What follows belongs to an exercise in optimizing a design on an open flow for small area and a short achievable clock period; a production flow would make more cautious choices. Only simulation tests tie the RTL to the original design; equivalence was not proved. Power is estimated from default activity; no workload was simulated.

==> try-ember: inputs <==
==> flow/design.v <==
package rf_pkg;
    localparam int XLEN_DEF  = 32;
    localparam int NREGS_DEF = 32;
    localparam int AW_DEF    = $clog2(NREGS_DEF);
    localparam int REG_ZERO  = 0;
    localparam int POP_MAX   = 1024;
    typedef logic [AW_DEF-1:0]   reg_addr_t;
    typedef logic [XLEN_DEF-1:0] xword_t;
    function automatic int unsigned popcount(input logic [POP_MAX-1:0] vec,
                                             input int unsigned width);
        int unsigned cnt;
        cnt = 0;
        for (int unsigned i = 0; i < POP_MAX; i++) begin
            if (i < width && vec[i]) begin
                cnt = cnt + 1;
            end
        end
        popcount = cnt;
    endfunction
endpackage
module rf_scoreboard
#(
    parameter int NREGS = rf_pkg::NREGS_DEF,
    parameter int AW    = $clog2(NREGS)
) (
    input  logic             clk,
    input  logic             rst_n,
    input  logic             wr_en,
    input  logic [AW-1:0]    wr_addr,
    input  logic             iss_en,
    input  logic [AW-1:0]    iss_rd,
    input  logic             flush,
    output logic             iss_stall,
    output logic [NREGS-1:0] busy,
    output logic [AW:0]      busy_cnt
);
    logic             wr_live;
    logic             iss_live;
    logic             iss_hit;
    logic             iss_accept;
    logic             inc, dec;
    logic [NREGS-1:0] busy_d;
    logic [AW-1:0]    cnt, cnt_d;
    assign wr_live  = wr_en  && (wr_addr != AW'(rf_pkg::REG_ZERO));
    assign iss_live = iss_en && (iss_rd  != AW'(rf_pkg::REG_ZERO));
    assign iss_hit  = wr_en && (wr_addr == iss_rd);
    assign iss_stall  = iss_live && busy[iss_rd] && !iss_hit && !flush;
    assign iss_accept = iss_live && !iss_stall;
    always_comb begin
        busy_d = busy;
        if (flush) begin
            busy_d = '0;
        end
        if (wr_live) begin
            busy_d[wr_addr] = 1'b0;
        end
        if (iss_accept) begin
            busy_d[iss_rd] = 1'b1;
        end
        busy_d[rf_pkg::REG_ZERO] = 1'b0;
    end
    assign inc = iss_accept && !busy[iss_rd];
    assign dec = wr_live && busy[wr_addr] && !(iss_accept && iss_rd == wr_addr);
    always_comb begin
        if (flush)           cnt_d = AW'(iss_accept);
        else if (inc && !dec) cnt_d = cnt + 1'b1;
        else if (dec && !inc) cnt_d = cnt - 1'b1;
        else                 cnt_d = cnt;
    end
    always_ff @(posedge clk or negedge rst_n) begin
        if (!rst_n) begin
            busy <= '0;
            cnt  <= '0;
        end else begin
            busy <= busy_d;
            cnt  <= cnt_d;
        end
    end
    assign busy_cnt = {1'b0, cnt};
endmodule
module reg_file_sb
#(
    parameter int               XLEN    = rf_pkg::XLEN_DEF,
    parameter int               NREGS   = rf_pkg::NREGS_DEF,
    parameter int               NRD     = 2,
    parameter int               SP_IDX  = 2,
    parameter logic [XLEN-1:0]  SP_INIT = XLEN'('h200),
    parameter bit               BYPASS  = 1'b1,
    localparam int              AW      = $clog2(NREGS)
) (
    input  logic                clk,
    input  logic                rst_n,
    input  logic [NRD*AW-1:0]   rd_addr,
    output logic [NRD*XLEN-1:0] rd_data,
    output logic [NRD-1:0]      rd_busy,
    input  logic                wr_en,
    input  logic [AW-1:0]       wr_addr,
    input  logic [XLEN-1:0]     wr_data,
    input  logic                iss_en,
    input  logic [AW-1:0]       iss_rd,
    output logic                iss_stall,
    input  logic                flush,
    output logic [AW:0]         busy_cnt
);
    logic [XLEN-1:0]  regs [NREGS];    
    logic [NREGS-1:0] wrtn;            
    logic [NREGS-1:0] busy;
    logic             wr_live;
    assign wr_live = wr_en && (wr_addr != AW'(rf_pkg::REG_ZERO));
    assign wrtn[0] = 1'b0;
    for (genvar i = 1; i < NREGS; i++) begin : g_reg
        logic we;
        assign we = wr_en && (wr_addr == AW'(i));
        always_ff @(posedge clk) begin
            if (we) regs[i] <= wr_data;
        end
        always_ff @(posedge clk or negedge rst_n) begin
            if (!rst_n)  wrtn[i] <= 1'b0;
            else if (we) wrtn[i] <= 1'b1;
        end
    end
    rf_scoreboard #(
        .NREGS (NREGS),
        .AW    (AW)
    ) u_scoreboard (
        .clk       (clk),
        .rst_n     (rst_n),
        .wr_en     (wr_en),
        .wr_addr   (wr_addr),
        .iss_en    (iss_en),
        .iss_rd    (iss_rd),
        .flush     (flush),
        .iss_stall (iss_stall),
        .busy      (busy),
        .busy_cnt  (busy_cnt)
    );
    localparam int NPAIR = NREGS + 1;             
    localparam int NGRP  = (NPAIR + 2) / 3;       
    for (genvar k = 0; k < NRD; k++) begin : g_rd
        logic [AW-1:0]    addr;
        logic             fwd;
        logic             sp_rst;
        logic [NPAIR-1:0] sel;
        assign addr = rd_addr[k*AW +: AW];
        assign fwd  = BYPASS && wr_live && (wr_addr == addr);
        assign sp_rst = (addr == AW'(SP_IDX)) && !wrtn[SP_IDX] && !fwd;
        assign sel[0]     = fwd;
        assign sel[NREGS] = sp_rst;
        for (genvar i = 1; i < NREGS; i++) begin : g_sel
            assign sel[i] = (addr == AW'(i)) && wrtn[i] && !fwd;
        end
        for (genvar b = 0; b < XLEN; b++) begin : g_bit
            logic [NPAIR-1:0] src;
            logic [NGRP-1:0]  grp_n;
            assign src[0]     = wr_data[b];
            assign src[NREGS] = SP_INIT[b];
            for (genvar i = 1; i < NREGS; i++) begin : g_src
                assign src[i] = regs[i][b];
            end
            if (SP_INIT[b]) begin : g_sp
                for (genvar g = 0; g < NGRP; g++) begin : g_grp
                    rf_aoi222 u_aoi (
                        .a1(sel[3*g]),   .a2(src[3*g]),
                        .b1(sel[3*g+1]), .b2(src[3*g+1]),
                        .c1(sel[3*g+2]), .c2(src[3*g+2]),
                        .y (grp_n[g])
                    );
                end
            end else begin : g_nosp
                for (genvar g = 0; g < NGRP - 1; g++) begin : g_grp
                    rf_aoi222 u_aoi (
                        .a1(sel[3*g]),   .a2(src[3*g]),
                        .b1(sel[3*g+1]), .b2(src[3*g+1]),
                        .c1(sel[3*g+2]), .c2(src[3*g+2]),
                        .y (grp_n[g])
                    );
                end
                rf_aoi22 u_aoi_last (
                    .a1(sel[NPAIR-3]), .a2(src[NPAIR-3]),
                    .b1(sel[NPAIR-2]), .b2(src[NPAIR-2]),
                    .y (grp_n[NGRP-1])
                );
            end
            assign rd_data[k*XLEN + b] = ~&grp_n[3:0] | ~&grp_n[7:4] | ~&grp_n[10:8];
        end
        assign rd_busy[k] = busy[addr] && !fwd;
    end
endmodule
module rf_aoi222 (
    input  logic a1, a2, b1, b2, c1, c2,
    output logic y
);
    assign y = ~((a1 & a2) | (b1 & b2) | (c1 & c2));
endmodule
module rf_aoi22 (
    input  logic a1, a2, b1, b2,
    output logic y
);
    assign y = ~((a1 & a2) | (b1 & b2));
endmodule
==> flow/run.sh <==
#!/bin/bash
# synth_recipe.tcl (not shown) runs the flow's synth.tcl, then flattens the netlist and writes it again
# the make line also repeats each setting of config.mk as NAME=value (left out here)
make -C /OpenROAD-flow-scripts/flow DESIGN_CONFIG=/design/flow/config.mk WORK_HOME=/design/flow/orfs CLKGATE_MAP_FILE= SYNTH_SCRIPT=/design/flow/synth_recipe.tcl finish
==> flow/config.mk <==
export PLATFORM = sky130hd
export DESIGN_NAME = reg_file_sb
export DESIGN_NICKNAME = reg_file_sb
export VERILOG_FILES = /design/flow/design.v
export SDC_FILE = /design/flow/constraint.sdc
export NUM_CORES = 4
export LEC_CHECK = 0
export CAP_MARGIN = 20
export CORE_MARGIN = 2
export CORE_UTILIZATION = 40
export SLEW_MARGIN = 20
export SYNTH_HIERARCHICAL = 1
==> flow/constraint.sdc <==
create_clock -name core_clock -period 26.0 [get_ports {clk}]
set_input_delay 5.2000 -clock core_clock [delete_from_list [all_inputs] [get_ports {clk}]]
set_output_delay 5.2000 -clock core_clock [all_outputs]
set_load 0.01 [all_outputs]
==> try-fjord: changes against try-ember <==
==> flow/design.v (replaced) <==
package rf_pkg;
    localparam int XLEN_DEF  = 32;
    localparam int NREGS_DEF = 32;
    localparam int AW_DEF    = $clog2(NREGS_DEF);
    localparam int REG_ZERO  = 0;
    localparam int POP_MAX   = 1024;
    typedef logic [AW_DEF-1:0]   reg_addr_t;
    typedef logic [XLEN_DEF-1:0] xword_t;
    function automatic int unsigned popcount(input logic [POP_MAX-1:0] vec,
                                             input int unsigned width);
        int unsigned cnt;
        cnt = 0;
        for (int unsigned i = 0; i < POP_MAX; i++) begin
            if (i < width && vec[i]) begin
                cnt = cnt + 1;
            end
        end
        popcount = cnt;
    endfunction
endpackage
module rf_scoreboard
#(
    parameter int NREGS = rf_pkg::NREGS_DEF,
    parameter int AW    = $clog2(NREGS)
) (
    input  logic             clk,
    input  logic             rst_n,
    input  logic             wr_en,
    input  logic [AW-1:0]    wr_addr,
    input  logic             iss_en,
    input  logic [AW-1:0]    iss_rd,
    input  logic             flush,
    output logic             iss_stall,
    output logic [NREGS-1:0] busy,
    output logic [AW:0]      busy_cnt
);
    logic             wr_live;
    logic             iss_live;
    logic             iss_hit;
    logic             iss_accept;
    logic [NREGS-1:0] busy_d;
    logic [AW:0]      cnt_d;
    assign wr_live  = wr_en  && (wr_addr != AW'(rf_pkg::REG_ZERO));
    assign iss_live = iss_en && (iss_rd  != AW'(rf_pkg::REG_ZERO));
    assign iss_hit  = wr_en && (wr_addr == iss_rd);
    assign iss_stall  = iss_live && busy[iss_rd] && !iss_hit && !flush;
    assign iss_accept = iss_live && !iss_stall;
    always_comb begin
        busy_d = busy;
        if (flush) begin
            busy_d = '0;
        end
        if (wr_live) begin
            busy_d[wr_addr] = 1'b0;
        end
        if (iss_accept) begin
            busy_d[iss_rd] = 1'b1;
        end
        busy_d[rf_pkg::REG_ZERO] = 1'b0;
    end
    assign cnt_d = (AW+1)'(rf_pkg::popcount(rf_pkg::POP_MAX'(busy_d), NREGS));
    always_ff @(posedge clk or negedge rst_n) begin
        if (!rst_n) begin
            busy     <= '0;
            busy_cnt <= '0;
        end else begin
            busy     <= busy_d;
            busy_cnt <= cnt_d;
        end
    end
endmodule
module reg_file_sb
#(
    parameter int               XLEN    = rf_pkg::XLEN_DEF,
    parameter int               NREGS   = rf_pkg::NREGS_DEF,
    parameter int               NRD     = 2,
    parameter int               SP_IDX  = 2,
    parameter logic [XLEN-1:0]  SP_INIT = XLEN'('h200),
    parameter bit               BYPASS  = 1'b1,
    localparam int              AW      = $clog2(NREGS)
) (
    input  logic                clk,
    input  logic                rst_n,
    input  logic [NRD*AW-1:0]   rd_addr,
    output logic [NRD*XLEN-1:0] rd_data,
    output logic [NRD-1:0]      rd_busy,
    input  logic                wr_en,
    input  logic [AW-1:0]       wr_addr,
    input  logic [XLEN-1:0]     wr_data,
    input  logic                iss_en,
    input  logic [AW-1:0]       iss_rd,
    output logic                iss_stall,
    input  logic                flush,
    output logic [AW:0]         busy_cnt
);
    logic [XLEN-1:0]  regs [NREGS];
    logic [NREGS-1:0] busy;
    always_ff @(posedge clk or negedge rst_n) begin
        if (!rst_n) begin
            for (int i = 0; i < NREGS; i++) begin
                regs[i] <= (i == SP_IDX) ? SP_INIT : '0;
            end
        end else if (wr_en && wr_addr != AW'(rf_pkg::REG_ZERO)) begin
            regs[wr_addr] <= wr_data;
        end
    end
    rf_scoreboard #(
        .NREGS (NREGS),
        .AW    (AW)
    ) u_scoreboard (
        .clk       (clk),
        .rst_n     (rst_n),
        .wr_en     (wr_en),
        .wr_addr   (wr_addr),
        .iss_en    (iss_en),
        .iss_rd    (iss_rd),
        .flush     (flush),
        .iss_stall (iss_stall),
        .busy      (busy),
        .busy_cnt  (busy_cnt)
    );
    for (genvar k = 0; k < NRD; k++) begin : g_rd
        logic [AW-1:0] addr;
        logic          fwd;
        assign addr = rd_addr[k*AW +: AW];
        assign fwd  = BYPASS && wr_en && (wr_addr == addr)
                      && (addr != AW'(rf_pkg::REG_ZERO));
        assign rd_data[k*XLEN +: XLEN] =
            (addr == AW'(rf_pkg::REG_ZERO)) ? '0      :
            fwd                     ? wr_data : regs[addr];
        assign rd_busy[k] = busy[addr] && !fwd;
    end
endmodule
- SYNTH_HIERARCHICAL: 1 -> not set
==> notes <==
Total power: try-fjord is larger than try-ember (27%). In try-fjord the critical path depth is higher than in try-ember, by 80. Clock skew: try-ember is higher than try-fjord (24 ps). Synthesized cell count: try-fjord is larger than try-ember (about 90%). In try-ember the global-route usage is lower than in try-fjord, by 7.2 points. Against try-fjord, the design area of try-ember is lower by 19%. try-fjord passed the timing, DRC and antenna checks. try-ember went through all stages and came out clean. Of try-ember and try-fjord, try-fjord has the higher die area (gap 22%, measured against try-fjord). Against try-fjord, the sequential power of try-ember is lower by 12%. Area after synthesis: try-ember is lower than try-fjord (about 22%). Of try-ember and try-fjord, try-fjord has the higher combinational power (gap about 65%, measured against try-fjord).

[re-timing with driven ports]
How much do the figures lean on ideal ports? The routed layouts below were timed once more, with nothing changed but the port constraints.
Step 1 assumes that a clkbuf_16 drives the clock port and a buf_2 every other input.
Step 2 moves the port delays by t, midway between the first and last clock arrival at a register: inputs arrive t later, outputs are due t later. That takes back most of the time a late clock gives input paths.
Slacks: no drivers / after step 1 / after step 2; pairs: no drivers / after step 1.
| run | t (ns) | setup WS [ns] | worst hold slack (ns) | worst data-port slew with drivers (ns) | pins driven straight from the clock port |
|---|---|---|---|---|---|
| try-ember | 0.780 | 10.450 / 10.421 / 10.421 | 0.488 / 0.488 / 0.488 | 0.14 | 1 |
| try-fjord | 0.814 | 2.076 / 2.129 / 1.315 | 0.521 / 0.521 / 0.521 | 0.28 | 1 |
After both steps every run listed still meets setup and hold. For try-fjord, which loses most, drivers alone change the setup slack by +0.053 ns; drivers and shift together by -0.761 ns.
